Background: an optimization exercise with open tools, aiming at small area and a short achievable clock period. Do not read the settings as production practice.
In this exercise RTL edits were held to simulation tests only and were not proved equivalent to the original.

<file path="design.v">
package mdu_pkg;
    typedef enum logic [2:0] {
        OP_MULT  = 3'd0,
        OP_MULTU = 3'd1,
        OP_DIV   = 3'd2,
        OP_DIVU  = 3'd3,
        OP_MTHI  = 3'd4,
        OP_MTLO  = 3'd5,
        OP_NONE  = 3'd7
    } mdu_op_e;
    localparam int DEF_MULT_CYCLES = 5;
    localparam int DEF_DIV_CYCLES  = 10;
endpackage
module mdu_arith
#(
    parameter int LO   = 0,
    parameter int HI   = 35,
    parameter int MOFF = 0,
    parameter int DOFF = 3,
    parameter int TOP  = 35,    
    parameter int F    = 6,     
    parameter int BLK  = 7      
) (
    input  logic [HI:LO] x,
    input  logic [32:0]  m,
    input  logic         one,
    input  logic         two,
    input  logic         dv,
    input  logic         neg,
    output logic [HI:LO] s
);
    localparam int W  = HI - LO + 1;
    localparam int T  = HI - LO;                   
    localparam int NB = (T - F + BLK) / BLK;       
    logic [W-1:0] xv, yv, sv, gv, tv;
    logic [W:0]   c;
    logic [NB:0]  cb;                              
    function automatic logic mbit(input logic [32:0] v, input int i);
        if (i < 0)       mbit = 1'b0;
        else if (i > 32) mbit = v[32];
        else             mbit = v[i];
    endfunction
    assign xv = x;
    assign s  = sv;
    for (genvar f = LO; f <= HI; f++) begin : g_op
        assign yv[f-LO] = neg ^ ((one & mbit(m, f - MOFF)) | (two & mbit(m, f - MOFF - 1)) |
                                 (dv & mbit(m, f - DOFF)));
    end
    assign gv = xv & yv;
    assign tv = xv | yv;
    for (genvar b = 0; b < NB - 1; b++) begin : g_blk
        localparam int B0 = F + b * BLK;
        localparam int B1 = B0 + BLK - 1;
        logic gb, pb;
        always_comb begin
            gb = 1'b0;
            pb = 1'b1;
            for (int i = B0; i <= B1; i++) begin
                gb = gv[i] | (tv[i] & gb);
                pb = pb & tv[i];
            end
        end
        assign cb[b+1] = gb | (pb & cb[b]);
    end
    assign c[0] = neg;
    if (F == 0) begin : g_f0
        assign cb[0] = neg;
    end
    for (genvar i = 0; i < W; i++) begin : g_fa
        assign sv[i] = xv[i] ^ (yv[i] ^ c[i]);
        if (i + 1 >= F && i + 1 < F + NB * BLK && i + 1 <= T && ((i + 1 - F) % BLK) == 0) begin : g_cb
            if (i + 1 == F) begin : g_first
                assign cb[0] = (xv[i] & yv[i]) | (xv[i] & c[i]) | (yv[i] & c[i]);
            end
            assign c[i+1] = cb[(i + 1 - F) / BLK];
        end else begin : g_c
            assign c[i+1] = (xv[i] & yv[i]) | (xv[i] & c[i]) | (yv[i] & c[i]);
        end
    end
endmodule
module mdu_ctrl
(
    input  logic        clk,
    input  logic        reset,
    input  logic        start,
    input  logic [2:0]  op,
    input  logic        we,
    input  logic [31:0] in1,
    input  logic [31:0] in2,
    output logic        busy,
    output logic [31:0] hi,
    output logic [31:0] lo
);
    logic        busy_q;      
    logic        idle_q;      
    logic [3:0]  cnt_q;
    logic [31:0] hi_q, lo_q;
    logic        mul_q;       
    logic        sgn_q;       
    logic        sa_q;        
    logic        bp_q;        
    logic [31:0] a_q;         
    logic [36:0] x_q;         
    logic [31:0] d_q;         
    localparam int BLK = 11;
    localparam int F1  = 2;
    localparam int F2  = 10;
    localparam int F3  = 10;
    localparam int F4  = 10;
    logic [32:0] m;
    logic        sb;
    logic        first, last;
    logic [35:0] x1, s1;      
    logic [36:2] x2, s2;      
    logic [38:1] x3, s3;      
    logic [40:0] x4, s4;      
    logic        one1, one2, one3, one4;
    logic        two1, two2, two3, two4;
    logic        dv1, dv2, dv3, dv4;
    logic        neg1, neg2, neg3, neg4;
    logic        g1, g2, g3, g4;    
    logic        accept;
    logic        commit;
    logic [2:0]  hsel, lsel;      
    logic        div0;
    logic        nq, nr;
    logic [31:0] a_neg;
    logic [31:0] r_fix;
    logic [31:0] r_res;
    assign m     = {sgn_q & d_q[31], d_q};
    assign sb    = sgn_q & d_q[31];
    assign first = (cnt_q == 4'd0);
    assign last  = mul_q ? (cnt_q == 4'd4) : (cnt_q == 4'd9);
    function automatic logic [2:0] booth(input logic b2, input logic b1, input logic b0);
        booth = {b1 ^ b0, (b2 & ~b1 & ~b0) | (~b2 & b1 & b0), b2 & ~(b1 & b0)};
    endfunction
    assign x1 = {x_q[35:4], mul_q ? x_q[3:0] : a_q[31:28]};
    assign x2 = {s1[35], s1[35:2]};
    assign x3 = {{2{s2[36]}}, s2[36:2], s1[1]};
    assign x4 = {{2{s3[38]}}, s3[38:1], s1[0]};
    assign g1 = ~s1[35];
    assign g2 = ~s2[34];
    assign g3 = ~s3[33];
    assign g4 = ~s4[32];
    always_comb begin
        {one1, two1, dv1, neg1} = 4'b0000;
        {one2, two2, dv2, neg2} = 4'b0000;
        {one3, two3, dv3, neg3} = 4'b0000;
        {one4, two4, dv4, neg4} = 4'b0000;
        if (mul_q) begin
            if (last) begin
                one1 = ~sgn_q & bp_q;
            end else begin
                {one1, two1, neg1} = booth(a_q[1], a_q[0], bp_q);
                {one2, two2, neg2} = booth(a_q[3], a_q[2], a_q[1]);
                {one3, two3, neg3} = booth(a_q[5], a_q[4], a_q[3]);
                {one4, two4, neg4} = booth(a_q[7], a_q[6], a_q[5]);
            end
        end else begin
            if (last) begin
                one3 = x_q[36];
                neg3 = sb;
            end else begin
                dv1 = 1'b1; neg1 = ~x_q[36] ^ sb;
                dv2 = 1'b1; neg2 = g1 ^ sb;
                dv3 = 1'b1; neg3 = g2 ^ sb;
                dv4 = 1'b1; neg4 = g3 ^ sb;
            end
        end
    end
    mdu_arith #(.LO(0), .HI(35), .MOFF(0), .DOFF(3), .TOP(35), .F(F1), .BLK(BLK)) u_s1 (.x(x1), .m(m), .one(one1), .two(two1), .dv(dv1), .neg(neg1), .s(s1));
    mdu_arith #(.LO(2), .HI(36), .MOFF(2), .DOFF(2), .TOP(34), .F(F2), .BLK(BLK)) u_s2 (.x(x2), .m(m), .one(one2), .two(two2), .dv(dv2), .neg(neg2), .s(s2));
    mdu_arith #(.LO(1), .HI(38), .MOFF(4), .DOFF(1), .TOP(33), .F(F3), .BLK(BLK)) u_s3 (.x(x3), .m(m), .one(one3), .two(two3), .dv(dv3), .neg(neg3), .s(s3));
    mdu_arith #(.LO(0), .HI(40), .MOFF(6), .DOFF(0), .TOP(32), .F(F4), .BLK(BLK)) u_s4 (.x(x4), .m(m), .one(one4), .two(two4), .dv(dv4), .neg(neg4), .s(s4));
    function automatic logic [31:0] cneg(input logic [31:0] v, input logic n);
        logic t;
        t = 1'b0;
        for (int i = 0; i < 32; i++) begin
            cneg[i] = v[i] ^ t;
            t = t | (n & v[i]);
        end
    endfunction
    assign nq    = first ? (sgn_q & a_q[31]) : (!mul_q && (sa_q ^ sb));
    assign a_neg = cneg(a_q, nq);
    assign nr    = !mul_q && sa_q;
    assign r_fix = cneg(s3[35:4], nr);
    assign r_res = mul_q ? {s3[31:1], s1[0]} : r_fix;
    mdu_wdec u_wdec (
        .idle   (idle_q),
        .commit (commit),
        .start  (start),
        .op     (op),
        .we     (we),
        .hsel   (hsel),
        .lsel   (lsel)
    );
    assign accept = idle_q && start && (op[2] == 1'b0);
    assign div0   = !mul_q && (d_q == 32'd0);
    assign commit = !idle_q && last && !div0;
    always_ff @(posedge clk or posedge reset) begin
        if (reset) begin
            busy_q <= 1'b0;
            idle_q <= 1'b1;
            hi_q   <= 32'd0;
            lo_q   <= 32'd0;
        end else begin
            if (!idle_q) begin
                busy_q <= !last;
                idle_q <= last;
            end else begin
                busy_q <= accept;
                idle_q <= !accept;
            end
            hi_q <= ({32{hsel[2]}} & in1) | ({32{hsel[1]}} & r_res) | ({32{hsel[0]}} & hi_q);
            lo_q <= ({32{lsel[2]}} & in1) | ({32{lsel[1]}} & a_neg) | ({32{lsel[0]}} & lo_q);
        end
    end
    always_ff @(posedge clk) begin
        cnt_q <= idle_q ? 4'd0 : cnt_q + 4'd1;
    end
    always_ff @(posedge clk) begin
        if (idle_q) begin
            mul_q <= !op[1];
            sgn_q <= !op[0];
            bp_q  <= 1'b0;
            a_q   <= in1;
            x_q   <= 37'd0;
            d_q   <= in2;
        end else if (mul_q) begin
            bp_q <= a_q[7];
            a_q  <= {s4[7:0], a_q[31:8]};
            x_q  <= {{4{s4[40]}}, s4[40:8]};
        end else if (first) begin
            sa_q <= sgn_q & a_q[31];
            a_q  <= a_neg;
        end else begin
            a_q  <= {a_q[27:0], g1, g2, g3, g4};
            x_q  <= {s4[32:0], 4'd0};
        end
    end
    assign busy = busy_q;
    assign hi   = hi_q;
    assign lo   = lo_q;
endmodule
module mdu_wdec
(
    input  logic       idle,
    input  logic       commit,
    input  logic       start,
    input  logic [2:0] op,
    input  logic       we,
    output logic [2:0] hsel,
    output logic [2:0] lsel
);
    logic wr_hi, wr_lo;
    assign wr_hi = idle && !start && we && (op == mdu_pkg::OP_MTHI);
    assign wr_lo = idle && !start && we && (op == mdu_pkg::OP_MTLO);
    assign hsel = {wr_hi, commit, !wr_hi && !commit};
    assign lsel = {wr_lo, commit, !wr_lo && !commit};
endmodule
</file>
<file path="flow/run.sh">
#!/bin/bash
# The standard layout (standard.sh, the ORFS flow), with these changes:
#  - synthesis: ABC's area script is replaced by flow/abc_area.script (&nf
#    mapping, no ABC buffering; the placer buffers). The ORFS scripts folder
#    is mirrored here with links so that only abc_area.script differs.
#  - synthesis: module mdu_wdec (the MTHI/MTLO select decode of the control
#    inputs) is kept apart while ABC maps, so that this short path from the
#    inputs is mapped on its own; the netlist is flattened afterwards as usual.
#  - placement: every port still gets a buffer, the smallest plain one (buf_1).
#  - CTS: no dummy loads.
# Each tool's output is in standard.log and in orfs/logs.
set -e
mkdir -p scripts
for f in "$FLOW_HOME"/scripts/*; do ln -sf "$f" scripts/; done
rm -f scripts/abc_area.script
cp flow/abc_area.script scripts/abc_area.script
export BUFFER_PORTS_ARGS="-buffer_cell sky130_fd_sc_hd__buf_1"
bash standard.sh SCRIPTS_DIR="$PWD/scripts" SYNTH_KEEP_MODULES=mdu_wdec \
  CTS_ARGS="-sink_clustering_enable -repair_clock_nets -dont_use_dummy_load" \
  finish > standard.log 2>&1
</file>
<file path="flow/abc_area.script">
strash
&get -n
&dch
&nf -R 20
&put
topo
stime -c
upsize -c
dnsize -c
</file>
<file path="standard.sh">
#!/bin/bash
# synth_recipe.tcl (not shown) runs the flow's synth.tcl, then flattens the netlist and writes it again
# the make line also repeats each setting of config.mk as NAME=value (left out here)
make -C /OpenROAD-flow-scripts/flow DESIGN_CONFIG=/design/flow/config.mk WORK_HOME=/design/flow/orfs CLKGATE_MAP_FILE= SYNTH_SCRIPT=/design/flow/synth_recipe.tcl "${@:-finish}"
</file>
<file path="config.mk">
export PLATFORM = sky130hd
export DESIGN_NAME = mdu_ctrl
export DESIGN_NICKNAME = mdu_ctrl
export VERILOG_FILES = /design/flow/design.v
export SDC_FILE = /design/flow/constraint.sdc
export NUM_CORES = 4
export LEC_CHECK = 0
export ABC_AREA = 1
export CAP_MARGIN = 20
export CELL_PAD_IN_SITES_DETAIL_PLACEMENT = 0
export CELL_PAD_IN_SITES_GLOBAL_PLACEMENT = 0
export CORE_MARGIN = 2
export CORE_UTILIZATION = 40
export SLEW_MARGIN = 30
</file>
<file path="constraint.sdc">
create_clock -name core_clock -period 150.0 [get_ports {clk}]
set_input_delay 30.0000 -clock core_clock [delete_from_list [all_inputs] [get_ports {clk}]]
set_output_delay 30.0000 -clock core_clock [all_outputs]
set_load 0.01 [all_outputs]
</file>
==> load_flow_metrics.sql, run 1 <==
INSERT INTO impl_metrics (metric_group, metric, value, unit) VALUES
('cts', 'cts-htree-levels', '4', ''),
('die', 'floorplan.core_area', '38600', 'sq um'),
('setup_path', 'worst_path_largest_cell_delay', '430', 'ps'),
('setup_path', 'critPathMaxFanout', '2', ''),
('placement', 'dpl_wire_length', '39800', 'um'),
('setup_path', 'cp_slowest_cell', 'sky130_fd_sc_hd__dfrtp_1', ''),
('cts', 'clock_latency', '460', 'ps'),
('drt', 'detail_route.wl_per_cell', '23.4', 'um'),
('layout', 'antenna_cells_inserted', '0', ''),
('cts', 'post_cts_resized', '0', ''),
('hold_path', 'hp-start', 'x_q[3]', ''),
('global_routing', 'antenna_violations_before_repair', '2', ''),
('sta', 'timing.final.setup_violations', '0', ''),
('logic_synthesis', 'ys_dominant_reg_cell', 'sky130_fd_sc_hd__dfxtp_1', ''),
('drt', 'route.antenna.remaining_nets', '0', ''),
('die', 'num_io_pins', '136', ''),
('setup_path', 'crit_reg_reg_startpoint', 'mul_q', ''),
('placement', 'placement.io_buffers', '135', ''),
('job', 'drv.max_cap_violation_count', '0', ''),
('cts', 'postCtsSetupBuffers', '0', ''),
('placement', 'routabilityCongestion', '0.914', ''),
('sta', 'maxSlewHeadroom', '35.7', '%'),
('layout', 'layout.filler_cells', '3868', ''),
('layout', 'drive_gt1_share', '3.58', '%'),
('logic_synthesis', 'post_synth_inst_count', '1641', ''),
('layout', 'area_grow_syn2layout', '11.6', '%'),
('setup_path', 'worstPathCellList', 'buf_1', ''),
('cts', 'cts_tree', 'yes', ''),
('sta', 'worstMarginPinSlew', '959', 'ps'),
('layout', 'fin_util', '45.2', '%'),
('die', 'chipWidth', '202', 'um'),
('drt', 'viasPerCell', '6.31', ''),
('outcome', 'status', 'finished clean', ''),
('sta', 'finalCriticalPeriod', '31070', 'ps'),
('cts', 'cts_buffers', '17', ''),
('logic_synthesis', 'synth_register_bits', '175', ''),
('global_routing', 'grt_pass1_vias', '14100', ''),
('sta', 'setup-tns-final', '0', 'ps'),
('layout', 'commonest_non_fill_non_tap_cells_in_the_layout', 'sky130_fd_sc_hd__xnor2_1, sky130_fd_sc_hd__clkinv_1, sky130_fd_sc_hd__nand2_1, sky130_fd_sc_hd__a22oi_1, sky130_fd_sc_hd__buf_1', ''),
('logic_synthesis', 'postSynthAreaPerCell', '9.52', 'sq um'),
('layout', 'layout.cells.most_common', 'sky130_fd_sc_hd__xnor2_1', ''),
('layout', 'register_area', '4200', 'sq um'),
('hold_path', 'min_path_type', 'flop to flop', ''),
('global_routing', 'largest_net_degree_at_the_start_of_global_routing', '85', ''),
('global_routing', 'gr-usage-all-layers', '26.9', '%'),
('setup_path', 'worstSetupStartpointType', 'flop', ''),
('die', 'initial_utilization', '40.5', '%'),
('logic_synthesis', 'syn-cell-area', '15600', 'sq um'),
('setup_path', 'r2r_end', 'x_q[35]', ''),
('setup_path', 'worstPathArrival', '1070', 'ps'),
('global_routing', 'first_pass_grt_wire_length', '84900', 'um'),
('setup_path', 'endpoint_kind', 'output port', ''),
('hold_path', 'worst_hold_path.endpoint', 'x_q[3]', ''),
('drt', 'detailedRoute.firstPassIterationCount', '10', ''),
('cts', 'ctsRootBufferMaster', 'sky130_fd_sc_hd__clkbuf_16', ''),
('hold_path', 'hold_path_depth', '2', ''),
('drt', 'postRouteWirelength', '54600', 'um'),
('die', 'die-height', '202', 'um'),
('setup_path', 'cpLargestDelayFamily', 'flip-flops', ''),
('logic_synthesis', 'ys_seq_area_share', '26.9', '%'),
('setup_path', 'timing.reg2reg.worst_path_depth', '93', ''),
('setup_path', 'cp_data_required_time', '120000', 'ps'),
('layout', 'multi_input_area', '10800', 'sq um'),
('sta', 'layout_worst_path_cycle_share', '20.7', '%'),
('drt', 'detail_route.drc_violations', '0', ''),
('layout', 'finish.net_count', '2029', ''),
('logic_synthesis', 'synth_enable_flop_cells', '36', ''),
('cts', 'ctsLongestPathBuffers', '2', '');
[per-layer routing]
metal  GRT usage (%)  vias to the layer above  part of all wire (%)
met3            3.89                      102                   9.2
met4            9.51                        4                   3.2
met1            38.8                     7236                    43
met5               0                        -                 0.040
li1                -                     6565                     -
met2            41.3                      836                    44
[sequential cells by signal, summed over array words and instances (netlist names)]
name / flops
a_q: 32
bp_q: 1
busy_q: 1
cnt_q: 4
d_q: 32
hi_q: 32
idle_q: 1
lo_q: 32
mul_q: 1
sa_q: 1
sgn_q: 1
x_q: 37
[how the worst max path moves through the flow]
stage | from | end | slack, ps
after floorplan | we | hi_q[13] | 118040
after global placement | start | lo_q[12] | 118610
after detailed placement | start | lo_q[1] | 118560
after CTS | hi_q[13] | hi[13] | 118930
after global routing | start | lo_q[24] | 118870
final | hi_q[13] | hi[13] | 118930
[Yosys stat by module, one instance, submodules excluded]
module,times used,area (sq um),flip-flops and latches
mdu_wdec,1,76.3,0
mdu_ctrl,1,15500,175
[kinds of logic (layout without fill, tap and decap cells)]
| logic type | Yosys count | after routing | share of synthesized area, % |
|---|---|---|---|
| AOI/OAI and AO/OA | 586 | 586 | 28.3 |
| and+or+nand+nor | 331 | 331 | 9.44 |
| xor gates and xnor gates | 233 | 233 | 13.2 |
| DFF | 175 | 175 | 26.9 |
| buffers and inverters | 169 | 345 | 4.16 |
| adders and majority gates | 143 | 143 | 17.8 |
| muxes | 4 | 4 | 0.256 |
[Yosys cell counts, drive strengths merged, types with 7 or more instances]
library cell | number | share of area [%]
xnor2 | 171 | 9.6
clkinv | 164 | 3.9
nand2 | 155 | 3.7
a22oi | 150 | 7.2
fa | 133 | 17
nor2 | 90 | 2.2
a21oi | 78 | 2.5
dfxtp | 73 | 9.4
dfrtp | 65 | 10
xor2 | 62 | 3.6
a221oi | 58 | 3.3
a222oi | 57 | 3.7
o21ai | 52 | 1.7
edfxtp | 36 | 6.9
o211ai | 32 | 1.5
o22ai | 32 | 1.3
a22o | 24 | 1.4
and2 | 22 | 0.88
o221ai | 20 | 1.1
a221o | 16 | 1.0
nor4 | 13 | 0.52
o31ai | 12 | 0.58
and3 | 11 | 0.44
a31oi | 10 | 0.40
o21a | 7 | 0.34
or4 | 7 | 0.34
[through the flow]
step,setup WS [ps],hold WS [ps],area (sq um),cells
2_1_floorplan,118040,425,15600,1641
3_3_place_gp,118610,436,17000,2318
3_5_place_dp,118560,444,17000,2318
4_1_cts,118930,460,17400,2335
5_1_grt,118870,489,17400,2335
6_report,118930,460,17400,2335
[area by class of cell]
| cell class | count | share of cell area [%] |
|---|---|---|
| clock buffer | 17 | 2.44 |
| sequential | 175 | 24.1 |
| inverter | 165 | 3.55 |
| multi-input combinational | 1297 | 62.1 |
| tap | 518 | 3.72 |
| timing repair buffer | 163 | 4.13 |
==> run 2: changes to the inputs <==
--- a/design.v
+++ b/design.v
@@ -134,7 +134,7 @@
     function automatic logic [2:0] booth(input logic b2, input logic b1, input logic b0);
         booth = {b1 ^ b0, (b2 & ~b1 & ~b0) | (~b2 & b1 & b0), b2 & ~(b1 & b0)};
     endfunction
-    assign x1 = {x_q[35:4], mul_q ? x_q[3:0] : a_q[31:28]};
+    assign x1 = {x_q[35:4], (mul_q || first) ? x_q[3:0] : a_q[31:28]};
     assign x2 = {s1[35], s1[35:2]};
     assign x3 = {{2{s2[36]}}, s2[36:2], s1[1]};
     assign x4 = {{2{s3[38]}}, s3[38:1], s1[0]};
@@ -157,7 +157,8 @@
                 {one4, two4, neg4} = booth(a_q[7], a_q[6], a_q[5]);
             end
         end else begin
-            if (last) begin
+            if (first) begin
+            end else if (last) begin
                 one3 = x_q[36];
                 neg3 = sb;
             end else begin
@@ -233,6 +234,7 @@
         end else if (first) begin
             sa_q <= sgn_q & a_q[31];
             a_q  <= a_neg;
+            x_q  <= {s4[32:0], 4'd0};
         end else begin
             a_q  <= {a_q[27:0], g1, g2, g3, g4};
             x_q  <= {s4[32:0], 4'd0};
--- a/config.mk
+++ b/config.mk
@@ -7,8 +7,6 @@
 export LEC_CHECK = 0
 export ABC_AREA = 1
 export CAP_MARGIN = 20
-export CELL_PAD_IN_SITES_DETAIL_PLACEMENT = 0
-export CELL_PAD_IN_SITES_GLOBAL_PLACEMENT = 0
 export CORE_MARGIN = 2
 export CORE_UTILIZATION = 40
 export SLEW_MARGIN = 30
==> run 2 against run 1 <==
  * Critical path depth grew 5
  * Setup slack got worse by 36 ps
  * Clock-buffer cell count did not move
  * Clock skew decreased by 18 ps
  * Worst hold slack better by 18 ps
  * Critical endpoint is now lo_q[26]
  * Largest cell class unchanged
==> load_flow_metrics.sql, run 2 <==
INSERT INTO impl_metrics (metric_group, metric, value, unit) VALUES
('layout', 'commonest_non_fill_non_tap_cells_in_the_layout', 'sky130_fd_sc_hd__xnor2_1, sky130_fd_sc_hd__clkinv_1, sky130_fd_sc_hd__buf_1, sky130_fd_sc_hd__fa_1, sky130_fd_sc_hd__nand2_1', ''),
('logic_synthesis', 'synth_area_leader_cell', 'sky130_fd_sc_hd__fa_1', ''),
('drt', 'detail_route.wl_per_cell', '24.0', 'um'),
('sta', 'timing.final.setup_violations', '0', ''),
('setup_path', 'cp_data_required_time', '150390', 'ps'),
('global_routing', 'gr-usage-all-layers', '27.6', '%'),
('die', 'chipWidth', '199', 'um'),
('die', 'floorplan.core_area', '37700', 'sq um'),
('cts', 'ctsLongestPathBuffers', '2', ''),
('global_routing', 'globalRoute.totalOverflow', '0', ''),
('setup_path', 'crit_reg_reg_startpoint', 'mul_q', ''),
('setup_path', 'worstPathArrival', '31490', 'ps'),
('layout', 'layout.cells.most_common', 'sky130_fd_sc_hd__xnor2_1', ''),
('sta', 'maxSlewHeadroom', '32.7', '%'),
('setup_path', 'critPathMaxFanout', '32', ''),
('logic_synthesis', 'postSynthAreaPerCell', '9.79', 'sq um'),
('logic_synthesis', 'syn-cell-area', '15300', 'sq um'),
('outcome', 'status', 'finished clean', ''),
('cts', 'clock_sink_count', '175', ''),
('drt', 'postRouteWirelength', '53700', 'um'),
('cts', 'clk_transition_reported_paths', '70', 'ps'),
('layout', 'largest_reg_flops', '37', ''),
('hold_path', 'min_path_type', 'flop to flop', ''),
('logic_synthesis', 'proportion_of_synthesized_flip_flops_having_asynchronous_set_or_reset', '37.7', '%'),
('sta', 'layout_worst_path_cycle_share', '20.7', '%'),
('setup_path', 'cp_slowest_cell', 'sky130_fd_sc_hd__and4_2', ''),
('logic_synthesis', 'yosys-top-cells-area', 'sky130_fd_sc_hd__fa_1, sky130_fd_sc_hd__dfrtp_1, sky130_fd_sc_hd__xnor2_1, sky130_fd_sc_hd__dfxtp_1, sky130_fd_sc_hd__edfxtp_1', ''),
('setup_path', 'worstSetupStartpointType', 'primary input', ''),
('logic_synthesis', 'syn_nets', '1770', ''),
('die', 'initial_utilization', '40.5', '%'),
('drt', 'viasPerCell', '6.26', ''),
('cts', 'hold_fix_buffers_at_cts', '0', ''),
('drt', 'dr_total_vias', '14000', ''),
('cts', 'ctsRootBufferMaster', 'sky130_fd_sc_hd__clkbuf_16', ''),
('placement', 'dpl_wire_length', '39100', 'um'),
('cts', 'cts_buffers', '17', ''),
('sta', 'finalClockSkew', '19.4', 'ps'),
('logic_synthesis', 'synth_largest_type_area_fraction', '17.4', '%'),
('logic_synthesis', 'synth_enable_flop_cells', '36', ''),
('logic_synthesis', 'synth_register_bits', '175', ''),
('placement', 'routabilityCongestion', '0.911', ''),
('setup_path', 'worst_path_largest_cell_delay', '710', 'ps'),
('logic_synthesis', 'synthMostInstantiatedCell', 'sky130_fd_sc_hd__xnor2_1', ''),
('setup_path', 'crit_type', 'primary input to flop', ''),
('die', 'placementRows', '71', ''),
('global_routing', 'antenna_violations_before_repair', '0', ''),
('sta', 'grt_setup_unrepaired', 'false', ''),
('layout', 'finish.net_count', '1944', ''),
('layout', 'largest_register', 'x_q', ''),
('drt', 'initialDrtViolationCount', '1862', ''),
('sta', 'setup-tns-final', '0', 'ps'),
('sta', 'worstMarginPinSlew', '1010', 'ps'),
('cts', 'post_cts_resized', '0', ''),
('layout', 'drive_gt1_share', '4.04', '%'),
('logic_synthesis', 'ys_dominant_reg_cell', 'sky130_fd_sc_hd__dfxtp_1', ''),
('job', 'drv.max_cap_violation_count', '0', ''),
('global_routing', 'largest_net_degree_at_the_start_of_global_routing', '67', ''),
('layout', 'antenna_cells_inserted', '0', ''),
('drt', 'detailedRoute.firstPassIterationCount', '9', ''),
('logic_synthesis', 'synth_warn', '5', ''),
('logic_synthesis', 'ys_top_cells_by_count', 'sky130_fd_sc_hd__xnor2_1, sky130_fd_sc_hd__clkinv_1, sky130_fd_sc_hd__fa_1', ''),
('drt', 'detail_route.drc_violations', '0', ''),
('die', 'die-area', '39800', 'sq um'),
('global_routing', 'first_pass_grt_wire_length', '83700', 'um'),
('drt', 'route.antenna.remaining_nets', '0', ''),
('sta', 'max_freq', '32.2', 'MHz'),
('setup_path', 'worstPathCellList', 'buf_1 -> and3b_1 -> and4_2 -> a22oi_1 -> o21a_1 -> clkinv_1', ''),
('setup_path', 'endpoint_kind', 'flop', ''),
('logic_synthesis', 'post_synth_inst_count', '1560', ''),
('sta', 'worst_slack_on_hold_paths', '478', 'ps'),
('hold_path', 'hp-start', 'lo_q[14]', ''),
('global_routing', 'grt_pass1_vias', '13800', ''),
('cts', 'clock_latency', '450', 'ps'),
('die', 'num_io_pins', '136', ''),
('sta', 'hold_viol_final', '0', ''),
('sta', 'slew_violations', '0', ''),
('cts', 'cts-htree-levels', '4', ''),
('logic_synthesis', 'ys_seq_area_share', '27.5', '%'),
('logic_synthesis', 'yosys.cell_types.count', '74', ''),
('sta', 'finalCriticalPeriod', '31100', 'ps'),
('placement', 'placement.io_buffers', '135', ''),
('cts', 'postCtsSetupBuffers', '0', ''),
('setup_path', 'worst_setup_path_startpoint', 'start', ''),
('die', 'die-height', '199', 'um'),
('cts', 'cts_tree', 'yes', ''),
('layout', 'area_grow_syn2layout', '11.6', '%');
## run 2: cells by family after synthesis
kind of cell / Yosys count / share of synthesized area (%)
AOI/OAI and AO/OA: 550 / 27.5
adders and majority gates: 140 / 18.0
and+or+nand+nor: 295 / 8.97
DFF: 175 / 27.5
muxes: 5 / 0.344
xor gates and xnor gates: 232 / 13.6
buffers and inverters: 163 / 4.11
## run 2: critical path, delay by kind of cell
kind	cells	cell delay, ps
AOI/OAI and AO/OA	2	340
and+or+nand+nor	2	990
buffers and inverters	2	120
## run 2: per-stage QoR
step / utilization, % / instances / setup WS, ps / instance area (sq um)
floorplan: - / 1560 / 118040 / 15300
global placement: 44.1 / 2226 / 118050 / 16600
detailed placement: 44.1 / 2226 / 118420 / 16600
CTS: 45.2 / 2243 / 118890 / 17000
global route: 45.2 / 2243 / 118760 / 17000
finish: 45.2 / 2243 / 118900 / 17000
## run 2: final timing paths
check / to / slack [ps] / depth (start not counted)
max reg2reg: x_q[22] / 120570 / 85
min reg2reg: lo_q[14] / 480 / 2
min: lo_q[14] / 480 / 2
max in group asynchronous: hi_q[3] / 119660 / 3
min in group asynchronous: hi_q[30] / 29780 / 3
max: lo_q[26] / 118900 / 6
## run 2: Yosys stat by module, one instance, submodules excluded
module    flip-flops and latches  cell area [sq um]  cells  copies in the design
mdu_wdec                       0               76.3     11                     1
mdu_ctrl                     175              15200   1549                     1
## run 2: layer usage
metal  global-route usage, %  wire, um
met1                    39.3     23300
met2                    42.7     24300
met3                    3.90      4540
met4                    10.2      1570
met5                       0         0
## run 2: layout make-up
| cell class | instances | area (sq um) |
|---|---|---|
| Multi-Input combinational cell | 1222 | 10500 |
| Timing Repair Buffer | 159 | 687 |
| Clock buffer | 17 | 425 |
| Tap cell | 511 | 639 |
| Sequential cell | 175 | 4200 |
| Inverter | 159 | 597 |
| Fill cell | 3722 | 20600 |
==> run 3: changes to the inputs <==
--- a/design.v
+++ b/design.v
@@ -134,7 +134,7 @@
     function automatic logic [2:0] booth(input logic b2, input logic b1, input logic b0);
         booth = {b1 ^ b0, (b2 & ~b1 & ~b0) | (~b2 & b1 & b0), b2 & ~(b1 & b0)};
     endfunction
-    assign x1 = {x_q[35:4], (mul_q || first) ? x_q[3:0] : a_q[31:28]};
+    assign x1 = {x_q[35:4], mul_q ? x_q[3:0] : a_q[31:28]};
     assign x2 = {s1[35], s1[35:2]};
     assign x3 = {{2{s2[36]}}, s2[36:2], s1[1]};
     assign x4 = {{2{s3[38]}}, s3[38:1], s1[0]};
@@ -157,8 +157,7 @@
                 {one4, two4, neg4} = booth(a_q[7], a_q[6], a_q[5]);
             end
         end else begin
-            if (first) begin
-            end else if (last) begin
+            if (last) begin
                 one3 = x_q[36];
                 neg3 = sb;
             end else begin
@@ -234,7 +233,6 @@
         end else if (first) begin
             sa_q <= sgn_q & a_q[31];
             a_q  <= a_neg;
-            x_q  <= {s4[32:0], 4'd0};
         end else begin
             a_q  <= {a_q[27:0], g1, g2, g3, g4};
             x_q  <= {s4[32:0], 4'd0};
--- a/flow/run.sh
+++ b/flow/run.sh
@@ -6,6 +6,8 @@
 #  - synthesis: module mdu_wdec (the MTHI/MTLO select decode of the control
 #    inputs) is kept apart while ABC maps, so that this short path from the
 #    inputs is mapped on its own; the netlist is flattened afterwards as usual.
+#  - synthesis: no ABC pass inside yosys synth (-noabc), so full adders are
+#    extracted from the RTL's own gate structure.
 #  - placement: every port still gets a buffer, the smallest plain one (buf_1).
 #  - CTS: no dummy loads.
 # Each tool's output is in standard.log and in orfs/logs.
@@ -15,6 +17,6 @@
 rm -f scripts/abc_area.script
 cp flow/abc_area.script scripts/abc_area.script
 export BUFFER_PORTS_ARGS="-buffer_cell sky130_fd_sc_hd__buf_1"
-bash standard.sh SCRIPTS_DIR="$PWD/scripts" SYNTH_KEEP_MODULES=mdu_wdec \
+bash standard.sh SCRIPTS_DIR="$PWD/scripts" SYNTH_KEEP_MODULES=mdu_wdec SYNTH_ARGS=-noabc \
   CTS_ARGS="-sink_clustering_enable -repair_clock_nets -dont_use_dummy_load" \
   finish > standard.log 2>&1
==> run 3 against run 2 <==
  * Sequential share of layout area down 0.49 points
  * Register-to-register slack got worse by 1900 ps
  * Maximum frequency fell by 0.75%
  * Area after synthesis up 1.7%
  * Setup slack got worse by 230 ps
  * First-iteration DRC count shrank 16%
  * Via count grew 4.4%
  * Non-clock buffer count grew 5
  * Die area increased by 1.7%
  * Synthesized cell count rose by 1.7%
  * Routed wire length rose by 4.0%
==> load_flow_metrics.sql, run 3 <==
INSERT INTO impl_metrics (metric_group, metric, value, unit) VALUES
('cts', 'cts_tree', 'yes', ''),
('layout', 'largest_register', 'x_q', ''),
('setup_path', 'cp_slowest_cell', 'sky130_fd_sc_hd__fa_1', ''),
('sta', 'layout_worst_path_cycle_share', '20.9', '%'),
('cts', 'cts_buffers', '17', ''),
('die', 'floorplan.core_area', '38500', 'sq um'),
('logic_synthesis', 'synth_warn', '5', ''),
('global_routing', 'globalRoute.totalOverflow', '0', ''),
('logic_synthesis', 'postSynthAreaPerCell', '9.79', 'sq um'),
('sta', 'finalCriticalPeriod', '31340', 'ps'),
('outcome', 'status', 'finished clean', ''),
('sta', 'finalClockSkew', '23.9', 'ps'),
('drt', 'dr_total_vias', '14700', ''),
('placement', 'routabilityCongestion', '0.916', ''),
('layout', 'register_area', '4200', 'sq um'),
('logic_synthesis', 'ys_seq_area_share', '27.0', '%'),
('hold_path', 'hp-start', 'x_q[1]', ''),
('logic_synthesis', 'synth_enable_flop_cells', '36', ''),
('job', 'drv.max_cap_violation_count', '0', ''),
('setup_path', 'worstPathArrival', '31660', 'ps'),
('global_routing', 'gr-usage-all-layers', '27.8', '%'),
('placement', 'dpl_wire_length', '41100', 'um'),
('layout', 'largest_reg_flops', '37', ''),
('logic_synthesis', 'syn-cell-area', '15500', 'sq um'),
('drt', 'detailedRoute.firstPassIterationCount', '7', ''),
('cts', 'hold_fix_buffers_at_cts', '0', ''),
('logic_synthesis', 'ys_top_cells_by_count', 'sky130_fd_sc_hd__xnor2_1, sky130_fd_sc_hd__nand2_1, sky130_fd_sc_hd__fa_1', ''),
('setup_path', 'crit_top_cell', 'sky130_fd_sc_hd__fa_1', ''),
('layout', 'finish.net_count', '1983', ''),
('cts', 'ctsRootBufferMaster', 'sky130_fd_sc_hd__clkbuf_16', ''),
('layout', 'area_grow_syn2layout', '11.9', '%'),
('cts', 'post_cts_resized', '0', ''),
('sta', 'slew_violations', '0', ''),
('setup_path', 'worst_path_largest_cell_delay', '740', 'ps'),
('drt', 'initialDrtViolationCount', '1569', ''),
('placement', 'placement.io_buffers', '135', ''),
('setup_path', 'r2r_end', 'x_q[35]', ''),
('drt', 'detail_route.drc_violations', '0', ''),
('cts', 'postCtsSetupBuffers', '0', ''),
('logic_synthesis', 'syn_nets', '1804', ''),
('setup_path', 'worstSetupStartpointType', 'flop', ''),
('logic_synthesis', 'ys_dominant_reg_cell', 'sky130_fd_sc_hd__dfxtp_1', ''),
('setup_path', 'crit_type', 'flop to flop', ''),
('setup_path', 'crit_reg_reg_startpoint', 'mul_q', ''),
('layout', 'commonest_non_fill_non_tap_cells_in_the_layout', 'sky130_fd_sc_hd__xnor2_1, sky130_fd_sc_hd__nand2_1, sky130_fd_sc_hd__fa_1, sky130_fd_sc_hd__buf_1, sky130_fd_sc_hd__a22oi_1', ''),
('sta', 'grt_setup_unrepaired', 'false', ''),
('setup_path', 'cpLargestDelayFamily', 'adder cells', ''),
('setup_path', 'timing.reg2reg.worst_path_depth', '92', ''),
('logic_synthesis', 'post_synth_inst_count', '1586', ''),
('die', 'die-area', '40400', 'sq um'),
('drt', 'viasPerCell', '6.42', ''),
('layout', 'layout.cells.most_common', 'sky130_fd_sc_hd__xnor2_1', ''),
('setup_path', 'endpoint_kind', 'flop', ''),
('drt', 'postRouteWirelength', '55900', 'um'),
('layout', 'antenna_cells_inserted', '0', ''),
('cts', 'ctsLongestPathBuffers', '2', ''),
('hold_path', 'hold_path_depth', '1', ''),
('drt', 'detail_route.wl_per_cell', '24.5', 'um'),
('global_routing', 'grt_pass1_vias', '14500', ''),
('logic_synthesis', 'proportion_of_synthesized_flip_flops_having_asynchronous_set_or_reset', '37.7', '%'),
('setup_path', 'rrSetupSlack', '118660', 'ps'),
('cts', 'cts-htree-levels', '4', ''),
('layout', 'layout.filler_cells', '3717', ''),
('logic_synthesis', 'synthMostInstantiatedCell', 'sky130_fd_sc_hd__xnor2_1', ''),
('hold_path', 'min_path_type', 'flop to flop', ''),
('sta', 'maxSlewHeadroom', '35.9', '%'),
('layout', 'drive_gt1_share', '3.97', '%'),
('logic_synthesis', 'yosys.cell_types.count', '72', ''),
('global_routing', 'largest_net_degree_at_the_start_of_global_routing', '83', ''),
('sta', 'hold_viol_final', '0', ''),
('sta', 'timing.final.setup_violations', '0', ''),
('cts', 'clk_transition_reported_paths', '60', 'ps'),
('logic_synthesis', 'yosys-top-cells-area', 'sky130_fd_sc_hd__fa_1, sky130_fd_sc_hd__dfrtp_1, sky130_fd_sc_hd__xnor2_1, sky130_fd_sc_hd__dfxtp_1, sky130_fd_sc_hd__edfxtp_1', ''),
('setup_path', 'critPathBufInv', '11', ''),
('logic_synthesis', 'synth_largest_type_area_fraction', '17.7', '%'),
('setup_path', 'critPathMaxFanout', '67', ''),
('drt', 'route.antenna.remaining_nets', '0', ''),
('logic_synthesis', 'synth_register_bits', '175', ''),
('sta', 'worstMarginPinSlew', '954', 'ps'),
('die', 'chipWidth', '201', 'um'),
('hold_path', 'worst_hold_path.endpoint', 'x_q[1]', ''),
('setup_path', 'cp_data_required_time', '150330', 'ps'),
('die', 'placementRows', '72', ''),
('die', 'die-height', '201', 'um'),
('die', 'num_io_pins', '136', ''),
('logic_synthesis', 'synth_area_leader_cell', 'sky130_fd_sc_hd__fa_1', ''),
('cts', 'clock_sink_count', '175', ''),
('global_routing', 'antenna_violations_before_repair', '0', ''),
('die', 'initial_utilization', '40.4', '%'),
('sta', 'max_freq', '31.9', 'MHz'),
('layout', 'multi_input_area', '11000', 'sq um'),
('global_routing', 'first_pass_grt_wire_length', '87500', 'um'),
('sta', 'setup-tns-final', '0', 'ps'),
('sta', 'worst_slack_on_hold_paths', '471', 'ps'),
('cts', 'clock_latency', '460', 'ps');
run 3: cell count changes after synthesis, sizes merged, moves of 9 or more:
cell,change
nand2,+16
and2,+16
o31ai,+15
clkinv,-59
o221ai,+10
xnor2,-9
a22o,-38
a21oi,+33
o211ai,-24
a22oi,+23
a221oi,+72
a221o,+14
o21ai,+11
a222oi,-67
run 3: worst max-delay path by stage:
stage	to	depth (start not counted)	slack, ps	from
final	x_q[35]	92	118660	mul_q
after global routing	x_q[35]	92	117350	mul_q
after floorplan	hi_q[10]	4	118050	start
after CTS	x_q[35]	92	118740	mul_q
after detailed placement	lo_q[9]	6	118470	start
after global placement	lo_q[9]	6	118120	start
run 3: kinds of logic (layout without fill, tap and decap cells):
| logic type | after synthesis | count (layout) | synth area share (%) |
|---|---|---|---|
| flip-flops | 175 | 175 | 27.0 |
| XOR/XNOR | 224 | 224 | 12.6 |
| multiplexers | 4 | 4 | 0.290 |
| AND/OR/NAND/NOR | 336 | 336 | 10.4 |
| buffers and inverters | 99 | 276 | 2.58 |
| AO/OA/AOI/OAI | 601 | 601 | 28.6 |
| adder cells (fa/ha/maj) | 147 | 147 | 18.5 |
run 3: through the flow:
step / std cells / util (%) / worst slack [ps] / cell area, sq um
after floorplan: 1586 / - / 118050 / 15500
after global placement: 2263 / 44.0 / 118120 / 16900
after detailed placement: 2263 / 44.0 / 118470 / 16900
after CTS: 2280 / 45.1 / 118740 / 17400
after global routing: 2281 / 45.2 / 117350 / 17400
final: 2281 / 45.2 / 118660 / 17400
run 3: worst register-to-register path, delay by kind of cell, from the launching register on:
kind,cells,cell delay [ps]
buffers and inverters,11,3750
flip-flops,1,330
XOR/XNOR,4,820
AND/OR/NAND/NOR,10,1200
adder cells (fa/ha/maj),48,20660
AO/OA/AOI/OAI,19,4380
run 3: modules after synthesis, one instance, submodules excluded:
| module | cells inside | flops+latches |
|---|---|---|
| mdu_wdec | 11 | 0 |
| mdu_ctrl | 1575 | 175 |
run 3: layout make-up:
type                    instances  area share, %
clock buffers                  17           2.45
inverters                      95           2.13
multi-input cells            1312           63.3
flip-flops and latches        175           24.2
well taps                     518           3.73
repair buffers                164           4.28
run 3: routing by layer:
metal  GRT usage, %  vias up  routed length (um)  share of wire (%)
li1               -     6460                   -                  -
met1           38.1     7344               24100                 43
met2           45.4      737               26100                 47
met3           4.06      111                4250                7.6
met4           8.89        0                1520                2.7
met5              0        -                   0                  0

==> port drivers added, routing unchanged <==
The results above use ideal ports. As a check the final layouts listed here were re-extracted and re-timed, cells and wires unchanged. Step 1: set_driving_cell puts a clkbuf_16 on clk and a buf_2 on each other input, an assumption about the parent block. Step 2 adds t to the input delays and takes it off the output delays; t is the mean of the earliest and latest rising clock arrival at the registers after step 1. Input paths then give back, and output paths get back, about the clock's delay inside the block. Slacks: ideal ports / drivers / drivers and shift; pairs: ideal ports / drivers.
run	t, ns	setup slack, ns	hold slack, ns	worst setup path at the end	worst register clock-pin slew, ns
run 1	0.494	118.932 / 118.876 / 118.549	0.460 / 0.460 / 0.460	input to register	0.08 / 0.08
run 2	0.499	118.896 / 118.921 / 118.433	0.478 / 0.478 / 0.478	input to register	0.07 / 0.07
run 3	0.501	118.662 / 118.662 / 118.447	0.471 / 0.471 / 0.471	input to register	0.07 / 0.07
After both steps setup and hold are still met in every run listed. The setup slack of run 2, which loses most, moves by +0.025 ns with the drivers and by -0.463 ns with both steps.
